Context: an optimization exercise on an open-source flow, tuned for small area, a short achievable clock period and few clock cycles per item. The choices shown serve that exercise and are no tape-out recipe. RTL that was checked went through simulation tests only; none was proved equivalent to the original. No activity file was given, so power comes from the tool's default toggle rates.

== the previous run ==
Design rc_stick_conditioner, start of the top module:
module rc_stick_conditioner (
    input  wire logic        i_clk,
    input  wire logic        i_rst_n,
    input  wire logic        i_in_valid,
    output logic             o_in_ready,
    input  wire logic [11:0] i_adc_stick_down,
    input  wire logic [11:0] i_adc_roll,
    input  wire logic [11:0] i_adc_yaw,
    input  wire logic [11:0] i_adc_stick_up,
    input  wire logic [11:0] i_adc_aux_three,
    input  wire logic [11:0] i_adc_aux_one,
    input  wire logic [11:0] i_adc_aux_two,
    output logic             o_out_valid,
    input  wire logic        i_out_ready,
    output logic [10:0]      o_filtered_throttle,
    output logic [10:0]      o_filtered_yaw,
    output logic [10:0]      o_filtered_pitch,
    output logic [10:0]      o_filtered_roll,
    output logic [10:0]      o_filtered_aux_one,
    output logic [10:0]      o_filtered_aux_two,
    output logic [10:0]      o_filtered_aux_three,
    input  wire logic        i_cfg_we,
    input  wire logic [2:0]  i_cfg_idx,
    input  wire logic [9:0]  i_cfg_data
);
    localparam int NCH = rcsc_pkg::NUM_CH;
    logic        r_stick_mode;
    logic [9:0]  r_t_thr, r_t_pit, r_t_yaw, r_t_ax1, r_t_ax2, r_t_ax3;
    logic [10:0] r_t23_thr, r_t23_pit, r_t23_rol;
    logic        r_vi;
    logic        r_vk;
    logic        r_vs;
    logic        r_ov;
    logic [2:0]  r_cnt;
    logic [9:0]  r_u [NCH];
    logic [9:0]  r_k [NCH];
    logic w_rdy_o;
    logic w_adv_s;
    logic w_rdy_s;
    logic w_adv_i;
    logic w_load;
    logic w_skid;
    logic [9:0]  w_q [NCH];
    logic [10:0] w_k [NCH];
    logic [9:0]  w_u [NCH];
    logic [10:0] w_avg [NCH];
    logic        w_near [NCH];
    logic        w_aux [NCH];
    logic [5:0]  w_ctr [NCH];
    logic w_dead_ty;
    logic w_dead_pr;
    logic [10:0] r_avg [NCH];
    logic r_dead_ty;
    logic r_dead_pr;
    logic r_aux_one;
    logic r_aux_three;
    function automatic logic [9:0] limit(input logic [9:0] q, input logic [10:0] k);
        logic [11:0] x;
        x = {2'b00, q} - {k[10], k};
        if (x[11]) begin
            limit = 10'd0;
        end else if (x[10:0] > 11'd1000) begin
            limit = 10'd1000;
        end else begin
            limit = x[9:0];
        end
    endfunction
  ...
For scale: about 770 flip-flops, ~0.045 mm^2 of cells after synthesis.
Settings: LEC_CHECK=0, ABC_AREA=1, CAP_MARGIN=20, CORE_MARGIN=2, CORE_UTILIZATION=50, CTS_BUF_LIST=sky130_fd_sc_hd__clkbuf_4 sky130_fd_sc_hd__clkbuf_8, CTS_CLUSTER_DIAMETER=50, CTS_CLUSTER_SIZE=14, PLACE_DENSITY=0.65, SLEW_MARGIN=20; clock period 10.0 ns.
standard.sh (not shown) runs the stock make flow with config.mk's settings and CLKGATE_MAP_FILE= SYNTH_SCRIPT=/design/flow/synth_recipe.tcl, a recipe that flattens the netlist after the stock synthesis.
==> flow/flow/run.sh <==
#!/bin/bash
# The standard layout (standard.sh), with timing repair aimed at a 4.0 ns
# period (setup slack margin 6.0 ns at the fixed 10 ns clock) and plain
# buf_1 port buffers. Each tool's output goes to its own log here.
set -euo pipefail
bash standard.sh SETUP_SLACK_MARGIN=6.0 "BUFFER_PORTS_ARGS=-buffer_cell sky130_fd_sc_hd__buf_1" finish > standard_flow.log 2>&1
Modified inputs, the current run compared to the previous run
Settings: removing CTS_CLUSTER_DIAMETER (formerly 50); changing CORE_UTILIZATION from 50 to 45; changing PLACE_DENSITY from 0.65 to 0.6; removing CTS_CLUSTER_SIZE (formerly 14).
Results
- Looking at number of levels in the clock H-tree, the current run sits 1 higher than the previous run does.
- Going from the previous run to the current run, sum of met2 wire segment lengths after detailed routing grew by a few percent.
- On sequential share of layout area, the higher figure sits with the previous run, not the current run.
- The current run vs the previous run, overall power went up by 7.2%.
No functional check of the RTL was part of any run of this note.

---

build 83:
Another version of the RTL of rc_stick_conditioner (not shown whole).
Size in the first run: ~0.047 mm^2 of cells after synthesis.
==> flow/design.v (excerpt) <==
module rc_stick_conditioner (
    input  wire logic        i_clk,
    input  wire logic        i_rst_n,
    input  wire logic        i_in_valid,
    output logic             o_in_ready,
    input  wire logic [11:0] i_adc_stick_down,
    input  wire logic [11:0] i_adc_roll,
    input  wire logic [11:0] i_adc_yaw,
    input  wire logic [11:0] i_adc_stick_up,
    input  wire logic [11:0] i_adc_aux_three,
    input  wire logic [11:0] i_adc_aux_one,
    input  wire logic [11:0] i_adc_aux_two,
    output logic             o_out_valid,
    input  wire logic        i_out_ready,
    output logic [10:0]      o_filtered_throttle,
    output logic [10:0]      o_filtered_yaw,
    output logic [10:0]      o_filtered_pitch,
    output logic [10:0]      o_filtered_roll,
    output logic [10:0]      o_filtered_aux_one,
    output logic [10:0]      o_filtered_aux_two,
    output logic [10:0]      o_filtered_aux_three,
    input  wire logic        i_cfg_we,
    input  wire logic [2:0]  i_cfg_idx,
    input  wire logic [9:0]  i_cfg_data
);
Settings: LEC_CHECK=0, ABC_AREA=1, CAP_MARGIN=20, CORE_MARGIN=2, CORE_UTILIZATION=50, CTS_BUF_LIST=sky130_fd_sc_hd__clkbuf_4 sky130_fd_sc_hd__clkbuf_8, CTS_CLUSTER_DIAMETER=60, CTS_CLUSTER_SIZE=20, PLACE_DENSITY=0.65, SLEW_MARGIN=20; clock period 10.0 ns.
Scripts as last shown in full above: flow/flow/run.sh
Build 83 ran to completion and came out clean on the timing, design-rule and antenna checks.
Testbench counts of build 83, summed over its fixed seeds: cycles 16,032, items 16,000.
--- input diff build 83..build 79 ---
- clearing CTS_CLUSTER_DIAMETER, which used to be 60
- clearing CTS_CLUSTER_SIZE, which used to be 20
- swapping 0.65 for 0.6 in PLACE_DENSITY
- swapping 50 for 45 in CORE_UTILIZATION
Notes after the runs:
Of build 79 and build 83, the run reporting the higher first-iteration DRC count was build 79. The higher aggregate routed wire length of build 79 and build 83 is in build 79. Looking at critical-path cell with the highest stage delay, the fa_1 result is from build 79; the fa_2 one comes from build 83. Taking build 83 as the reference, in build 79 layout filler cell count went up 1294; number of well taps now larger.
> inputs changed (build 79 -> build 63)
- CTS_CLUSTER_SIZE newly set to 14
- PLACE_DENSITY changed from 0.6 to 0.65
- CTS_CLUSTER_DIAMETER newly set to 50
- CORE_UTILIZATION changed from 45 to 50
## What came out
Build 63 went all the way through synthesis, placement and routing and the layout is clean on timing, DRC and antenna.
Measured against build 63, the clock buffer count in the final layout of build 79 comes out at 1.7 times the reference value.
Relative to build 79, mean routed wirelength per cell has gone up in build 63.
The number of cells upsized or downsized after cts in build 79 is 0.72 times that in build 63.
Going from build 79 to build 63, global-route wire length before repair shrinks by 4700 um.
| count of antenna diodes in the layout | build 63 vs build 79 | 1 higher |
[diff] placed wire-length estimate, build 63 relative to build 79: improvement
Layout-stage area growth over the synthesis result is higher on build 79
Build 63 has critical path depth above what build 79 had.

---

## red
rc_stick_conditioner again, from the RTL that the note above started with.
clock: 10.0 ns
lec_check: 0
abc_area: 1
cap_margin: 20
core_margin: 2
core_utilization: 50
cts_buf_list: sky130_fd_sc_hd__clkbuf_4 sky130_fd_sc_hd__clkbuf_8
place_density: 0.65
slew_margin: 20
Scripts as last shown in full above: flow/flow/run.sh
red completed end to end with timing, DRC and antenna clean.
Testbench counts of red, summed over its fixed seeds: cycles 16,032, items 16,000.
> inputs changed (red -> blue)
- putting CTS_CLUSTER_SIZE at 20 where nothing was set
- putting CTS_CLUSTER_DIAMETER at 60 where nothing was set
- swapping sky130_fd_sc_hd__clkbuf_4 sky130_fd_sc_hd__clkbuf_8 for sky130_fd_sc_hd__clkbuf_8 sky130_fd_sc_hd__clkbuf_16 in CTS_BUF_LIST
Results
- Relative to red, the number of instances resized during post-cts repair measured on blue has increased by more than 10%.
- In the reports for red and blue, the larger total stage count of the critical path belongs to blue.
- Looking at area overhead of the layout relative to synthesis, blue sits below red.
- Between red and blue, the difference in final area is negligible.
- blue finished every step from synthesis to the final layout, and the layout passed the timing, design-rule and antenna checks.
- blue: global routing usage summed across all routing layers 0.55 points below red
- In terms of combinational power, blue and red differ only marginally.
- Status: horizontal die dimension parity (blue, red)
- The higher first-pass GRT wire length of red and blue is in red.
- Against red, count of clock-net buffers in the final layout in blue fell by more than half.
- Total via count in the routed design for blue: 382 down relative to red
- Looking at maximum single-stage delay on the critical path, blue sits 290 ps lower than red does.
Modified inputs, green compared to blue
- CTS_CLUSTER_DIAMETER: 60 -> unset
- CORE_UTILIZATION: 50 -> 55
- CTS_BUF_LIST: sky130_fd_sc_hd__clkbuf_8 sky130_fd_sc_hd__clkbuf_16 -> sky130_fd_sc_hd__clkbuf_4 sky130_fd_sc_hd__clkbuf_8
- CTS_CLUSTER_SIZE: 20 -> unset
- PLACE_DENSITY: 0.65 -> 0.7
==> flow/flow/run.sh <==
#!/bin/bash
# The standard layout (standard.sh), with timing repair aimed at a 3.8 ns
# period (setup slack margin 6.2 ns at the fixed 10 ns clock) and plain
# buf_1 port buffers. Each tool's output goes to its own log here.
set -euo pipefail
bash standard.sh SETUP_SLACK_MARGIN=6.2 "BUFFER_PORTS_ARGS=-buffer_cell sky130_fd_sc_hd__buf_1" finish > standard_flow.log 2>&1
Sort green and blue by period utilization asc -> top: green
Comparing green against blue, there is no change at all in final number of hold-violating endpoints.
Summary of green over blue: total power up about 3%, cell-internal power up 4.2%, final cell utilization of the core up 7.0 points, area of the multi-input gates up 2.2%.
Against blue, green reports a sequential cell fraction of total power that is lower.

[re-timing with driven ports]
The flow's constraints put no driver on any port. The routed layouts listed below were extracted and timed again, unchanged, in two steps. Step 1 assumes that a clkbuf_16 drives the clock port and a buf_2 every other input. Step 2, shift: input delay + t, output delay - t, t = (earliest + latest rising clock arrival at the registers) / 2. This alone moves slack from input paths to output paths. Three values: no drivers, after step 1, after step 2; two values: the first two.
run | t (ns) | setup slack, ns | worst setup path after step 2 | clock arrival spread, ns
the previous run | 0.759 | 5.885 / 5.907 / 5.148 | input to register | 0.048 / 0.048
the current run | 0.817 | 5.969 / 5.969 / 5.270 | input to register | 0.041 / 0.041
build 83 | 0.788 | 6.143 / 6.140 / 5.395 | input to register | 0.052 / 0.053
build 79 | 0.846 | 6.158 / 6.189 / 5.343 | input to register | 0.053 / 0.052
build 63 | 0.805 | 6.062 / 6.079 / 5.273 | input to register | 0.052 / 0.053
red | 0.853 | 6.160 / 6.109 / 5.346 | input to register | 0.030 / 0.030
blue | 0.708 | 5.993 / 6.014 / 5.307 | input to register | 0.039 / 0.039
green | 0.853 | 6.088 / 6.088 / 5.290 | input to register | 0.043 / 0.043
After both steps every run listed still meets setup and hold. For build 79, which loses most, drivers alone change the setup slack by +0.031 ns; drivers and shift together by -0.815 ns.
